What follows belongs to an exercise in optimizing a design on an open flow for small area and a short achievable clock period; a production flow would make more cautious choices. The RTL was checked by simulation tests, not by an equivalence proof against the original design. Power is estimated from default activity; no workload was simulated.

==> flow/design.v (excerpt) <==
module dds_phase_accumulator_mc #(
  parameter int NUM_CH = 4,
  parameter int ACC_W  = 32,
  parameter int OUT_W  = 12,
  localparam int CH_W  = dds_pkg::ch_width(NUM_CH)
) (
  input  logic                    clock,
  input  logic                    reset,
  input  logic                    enable,
  input  logic                    cfg_valid,
  output logic                    cfg_ready,
  input  logic [CH_W-1:0]         cfg_ch,
  input  logic [1:0]              cfg_sel,
  input  logic [ACC_W-1:0]        cfg_data,
  input  logic                    update,
  input  logic [NUM_CH-1:0]       sync_clear,
  input  logic [NUM_CH-1:0]       sweep_en,
  output logic [NUM_CH*OUT_W-1:0] phase_out,
  output logic [NUM_CH-1:0]       wrap,
  output logic [NUM_CH-1:0]       sweep_done
);
make LEC_CHECK=0 CAP_MARGIN=20 CORE_MARGIN=2 CORE_UTILIZATION=55 CTS_CLUSTER_DIAMETER=80 CTS_CLUSTER_SIZE=20 SETUP_SLACK_MARGIN=3.1 SLEW_MARGIN=20 SYNTH_HIERARCHICAL=1 finish   # period 5.8 ns
run.sh (not shown) runs the stock make flow with config.mk's settings and CLKGATE_MAP_FILE= SYNTH_SCRIPT=/design/flow/synth_recipe.tcl, a recipe that flattens the netlist after the stock synthesis.
Rerun with:
CORE_UTILIZATION = 42   (was 55)
SETUP_SLACK_MARGIN = 3.15   (was 3.1)
After rerunning: The changed run completed with no timing, DRC or antenna violations. Total power climbs by 0.79%. Setup slack gains 0.11 ns. Routed wire length goes up by 2.4%. Via count went up by 0.48%. Utilization drops by 14 points. Clock power went up by 11%. Clock-buffer cell count drops by 5. Cell count is higher by 6.9%.
Rerun with:
CORE_UTILIZATION = 45   (was 42)
SETUP_SLACK_MARGIN = 3.1   (was 3.15)
Result: Fmax shrinks by about 3%. Worst hold slack stays flat. Cell count came out lower by about 2.3%. Die area shrinks by about 6.6%. Setup slack loses 0.089 ns. Total power falls by about 3.3%. Routed wire length goes down by 2.4%. Count of clock-buffer cells in the layout went up by 1. Final area falls by about 1.5%. Via count fell by about 1.2%.
Rerun with:
CORE_UTILIZATION = 60   (was 45)
CTS_CLUSTER_DIAMETER = unset   (was 80)
CTS_CLUSTER_SIZE = unset   (was 20)
SETUP_SLACK_MARGIN = 2.8   (was 3.1)
=> Synthesized cell count is unchanged; design area falls slightly; power rises by a few percent; clock power rises by well over a third; non-clock buffer count falls by 100; via count rises slightly; worst setup slack loses 0.23 ns; cell count falls by a few percent; utilization rises by 17 points.


== umber ==
dds_phase_accumulator_mc again, from the RTL that the note above started with.
Design dds_phase_accumulator_mc, start of the top module:
module dds_phase_accumulator_mc #(
  parameter int NUM_CH = 4,
  parameter int ACC_W  = 32,
  parameter int OUT_W  = 12,
  localparam int CH_W  = dds_pkg::ch_width(NUM_CH)
) (
  input  logic                    clock,
  input  logic                    reset,
  input  logic                    enable,
  input  logic                    cfg_valid,
  output logic                    cfg_ready,
  input  logic [CH_W-1:0]         cfg_ch,
  input  logic [1:0]              cfg_sel,
  input  logic [ACC_W-1:0]        cfg_data,
  input  logic                    update,
  input  logic [NUM_CH-1:0]       sync_clear,
  input  logic [NUM_CH-1:0]       sweep_en,
  output logic [NUM_CH*OUT_W-1:0] phase_out,
  output logic [NUM_CH-1:0]       wrap,
  output logic [NUM_CH-1:0]       sweep_done
);
clock: 5.8 ns
lec_check: 0
cap_margin: 20
core_margin: 2
core_utilization: 42
cts_cluster_diameter: 80
cts_cluster_size: 20
setup_slack_margin: 3.1
slew_margin: 20
synth_hierarchical: 1
Here is what was changed in the inputs of juniper compared with umber.
Settings: changing CTS_CLUSTER_DIAMETER from 80 to 85; changing CORE_UTILIZATION from 42 to 44; changing CTS_CLUSTER_SIZE from 20 to 22; changing SETUP_SLACK_MARGIN from 3.1 to 3.05.
[summary]
juniper ran to completion and came out clean on the timing, design-rule and antenna checks. Compared with umber, in juniper met2 track demand over resource went up by 1.5 points, worst endpoint required time went down 0.31 ns, initial antenna violation count dropped 5, final area went down 870 µm², non-clock buffer count went down about 3.5%. Setup slack: juniper less than umber. Side by side, total power of the final layout turned out lower in juniper than in umber.
The inputs of harbor differ from those of juniper as listed below.
Settings: CORE_UTILIZATION changed from 44 to 40; SETUP_SLACK_MARGIN changed from 3.05 to 3.2; CTS_CLUSTER_SIZE changed from 22 to 20; CTS_CLUSTER_DIAMETER changed from 85 to 80.
--- outcome ---
- Compared with juniper, harbor improves setup slack.
- Count of clock buffers in the final design (higher): harbor
- harbor vs. juniper: fmax went up by about 3.7%.
- Sort juniper and harbor by critical path data arrival time, ascending, and juniper comes first.
- Looking at starting utilization of the core area, harbor sits 4.1 points lower than juniper does.
Inputs modified between harbor and ember:
Settings: SETUP_SLACK_MARGIN now 3.0, was 3.2; CORE_UTILIZATION now 48, was 40.
==> summary.txt <==
Delta (ember minus harbor): setup slack now sits lower; proportion of layout cells with a drive suffix above 1 now sits lower; total wire length after detailed routing now sits lower; met2 demand-to-capacity share in global routing now sits higher; net switching power figure now sits lower. NOTE post-route non-filler standard cell count harbor->ember decreased by a few percent. On ember: sequential cell fraction of total power is 4.4 points higher than what harbor gave.


Setup of run 1:
dds_phase_accumulator_mc again, from the RTL that the note above started with.
==> flow/design.v (excerpt) <==
module dds_phase_accumulator_mc #(
  parameter int NUM_CH = 4,
  parameter int ACC_W  = 32,
  parameter int OUT_W  = 12,
  localparam int CH_W  = dds_pkg::ch_width(NUM_CH)
) (
  input  logic                    clock,
  input  logic                    reset,
  input  logic                    enable,
  input  logic                    cfg_valid,
  output logic                    cfg_ready,
  input  logic [CH_W-1:0]         cfg_ch,
  input  logic [1:0]              cfg_sel,
  input  logic [ACC_W-1:0]        cfg_data,
  input  logic                    update,
  input  logic [NUM_CH-1:0]       sync_clear,
  input  logic [NUM_CH-1:0]       sweep_en,
  output logic [NUM_CH*OUT_W-1:0] phase_out,
  output logic [NUM_CH-1:0]       wrap,
  output logic [NUM_CH-1:0]       sweep_done
);
export LEC_CHECK = 0
export CAP_MARGIN = 20
export CORE_MARGIN = 2
export CORE_UTILIZATION = 55
export CTS_CLUSTER_DIAMETER = 100
export CTS_CLUSTER_SIZE = 30
export SETUP_SLACK_MARGIN = 3.1
export SLEW_MARGIN = 20
export SYNTH_HIERARCHICAL = 1
create_clock -name core_clock -period 5.8 [get_ports {clock}]
Run 1 completed end to end with timing, DRC and antenna clean.
### run 1 -> run 2
- swapping 30 for 18 in CTS_CLUSTER_SIZE
- swapping 100 for 75 in CTS_CLUSTER_DIAMETER
- swapping 55 for 43 in CORE_UTILIZATION
==> comparison <==
[compare] base=run 1 new=run 2: die width has increased; setup slack grew by 65 ps; number of diodes added for antenna fixing higher; sum of met2 wire segment lengths after detailed routing increased about 1.3%. A slowest cell on the critical path of sky130_fd_sc_hd__fa_1 is what run 1 shows, while sky130_fd_sc_hd__nand4bb_2 belongs to run 2.
Edits applied to the flow inputs when going from run 2 to run 3:
- a change of CTS_CLUSTER_SIZE from 18 to 16
- a change of CORE_UTILIZATION from 43 to 45
- a change of SETUP_SLACK_MARGIN from 3.1 to 3.15
- a change of CTS_CLUSTER_DIAMETER from 75 to 60
Relative to run 2, sequential share of layout area decreased by 0.98 points in run 3. Of run 2 and run 3, run 3 shows the higher final area, with run 2 below it. Global routing met3 resource utilization essentially unchanged between run 3 and run 2. Fmax | run 3 vs run 2 | run 3 slower. Area added between synthesis and finish up 2.7 points in run 3 wrt run 2. Average routed wire per standard cell (lower): run 3. The multi-input combinational area share in run 3 sits 0.55 points below the value recorded for run 2. Between run 2 and run 3, wire length is higher for run 2, run 3 comes in under that.
> inputs changed (run 3 -> run 4)
- a change of CTS_CLUSTER_SIZE from 16 to 24
- a change of CTS_CLUSTER_DIAMETER from 60 to 90
- a change of CORE_UTILIZATION from 45 to 40
- a change of SETUP_SLACK_MARGIN from 3.15 to 3.0
==> summary.txt <==
Taking run 3 as the reference, in run 4 total chip power has decreased, cell area now smaller, post-route clock period utilization saw an increase, maximum vdd drop moved down.


## JK
Starting RTL as in the previous note.
Settings: LEC_CHECK=0, CAP_MARGIN=20, CORE_MARGIN=2, CORE_UTILIZATION=55, SETUP_SLACK_MARGIN=3.3, SLEW_MARGIN=20, SYNTH_HIERARCHICAL=1; clock period 5.8 ns.
In summary, JK completed successfully, with a layout that passed the timing, design-rule and antenna checks.
Relative to JK, the following input files were edited for MS:
- swapping 55 for 60 in CORE_UTILIZATION
- putting CTS_CLUSTER_SIZE at 20 where nothing was set
- putting CTS_CLUSTER_DIAMETER at 80 where nothing was set
- swapping 3.3 for 2.95 in SETUP_SLACK_MARGIN
### Flow results
Looking at final layout net count, MS sits 226 below JK. Sort MS and JK by final-layout fill cell count, ascending, and MS comes first. Min cell leakage power across MS and JK: MS.
Relative to MS, the following input files were edited for AL:
- changing CORE_UTILIZATION from 60 to 55
- removing CTS_CLUSTER_DIAMETER (formerly 80)
- removing CTS_CLUSTER_SIZE (formerly 20)
- changing SETUP_SLACK_MARGIN from 2.95 to 3.1
[summary]
In summary, AL completed successfully, with a layout that passed the timing, design-rule and antenna checks.
Comparing total of plain and repair buffers excluding clock buffers for AL and MS, the bigger number came from AL.
Compared with MS, AL has extra setup slack.
On combinational group power: AL sits above MS.
Comparing AL and MS, the higher largest stage delay on the critical path is on MS.


main:
dds_phase_accumulator_mc, a different RTL version from the one above (not shown whole).
Size: roughly 5300 cells after synthesis, about 1200 flip-flops.
export LEC_CHECK = 0
export CAP_MARGIN = 20
export CORE_MARGIN = 2
export CORE_UTILIZATION = 55
export SETUP_SLACK_MARGIN = 2.6
export SLEW_MARGIN = 20
create_clock -name core_clock -period 5.8 [get_ports {clock}]
#### Input delta (the feature branch over main)
- CTS_BUF_LIST now sky130_fd_sc_hd__clkbuf_4 sky130_fd_sc_hd__clkbuf_8, previously not set
### Flow results
- The feature branch against main: via count grew by 269; first-pass GRT wire length held steady; total power shrank by 1100 µW.
- [the feature branch vs main] relative contribution of the clock network to total power: lower in the feature branch
- Looking at leading cell type in the layout, fill and taps excluded, the dfxtp_1 result is from main; the edfxtp_1 one comes from the feature branch.

-- re-timing with driven ports --
How much do the figures lean on ideal ports? The routed layouts below were timed once more, with nothing changed but the port constraints.
Step 1 assumes that a clkbuf_16 drives the clock port and a buf_2 every other input.
Step 2 times the ports against the registers' clock, not the clock port: input delays grow and output delays shrink by t, the midpoint of the rising clock arrivals with the driver on.
Slacks: no drivers / after step 1 / after step 2; pairs: no drivers / after step 1.
| run | t, ns | slack for setup (ns) | clock arrival spread, ns | worst register clock-pin slew, ns |
|---|---|---|---|---|
| the first run of note 1 | 0.747 | 2.959 / 2.959 / 2.398 | 0.032 / 0.032 | 0.10 / 0.10 |
| the second run of note 1 | 0.782 | 3.073 / 3.011 / 2.229 | 0.041 / 0.040 | 0.09 / 0.09 |
| the third run of note 1 | 0.770 | 2.984 / 2.959 / 2.189 | 0.041 / 0.041 | 0.09 / 0.09 |
| the fourth run of note 1 | 0.817 | 2.750 / 2.705 / 1.888 | 0.031 / 0.032 | 0.06 / 0.06 |
| umber | 0.788 | 3.040 / 3.040 / 2.332 | 0.045 / 0.044 | 0.09 / 0.09 |
| juniper | 0.764 | 2.814 / 2.762 / 1.998 | 0.033 / 0.033 | 0.10 / 0.10 |
| harbor | 0.800 | 2.919 / 2.919 / 2.317 | 0.051 / 0.051 | 0.09 / 0.09 |
| ember | 0.770 | 2.711 / 2.631 / 1.861 | 0.038 / 0.038 | 0.09 / 0.09 |
| run 1 | 0.768 | 2.971 / 2.971 / 2.280 | 0.031 / 0.031 | 0.12 / 0.12 |
| run 2 | 0.776 | 3.036 / 3.018 / 2.243 | 0.033 / 0.033 | 0.08 / 0.08 |
| run 3 | 0.824 | 2.911 / 2.841 / 2.017 | 0.045 / 0.046 | 0.08 / 0.08 |
| run 4 | 0.810 | 2.849 / 2.779 / 1.969 | 0.046 / 0.045 | 0.10 / 0.10 |
| JK | 0.814 | 3.023 / 3.023 / 2.397 | 0.020 / 0.019 | 0.06 / 0.06 |
| MS | 0.738 | 2.717 / 2.708 / 1.969 | 0.027 / 0.027 | 0.09 / 0.09 |
| AL | 0.820 | 3.029 / 3.029 / 2.325 | 0.031 / 0.031 | 0.07 / 0.07 |
| main | 0.809 | 2.464 / 2.464 / 1.927 | 0.022 / 0.022 | 0.07 / 0.07 |
| the feature branch | 0.933 | 2.480 / 2.480 / 1.974 | 0.030 / 0.029 | 0.07 / 0.07 |
After both steps every run listed still meets setup and hold. For run 3, which loses most, drivers alone change the setup slack by -0.070 ns; drivers and shift together by -0.894 ns.
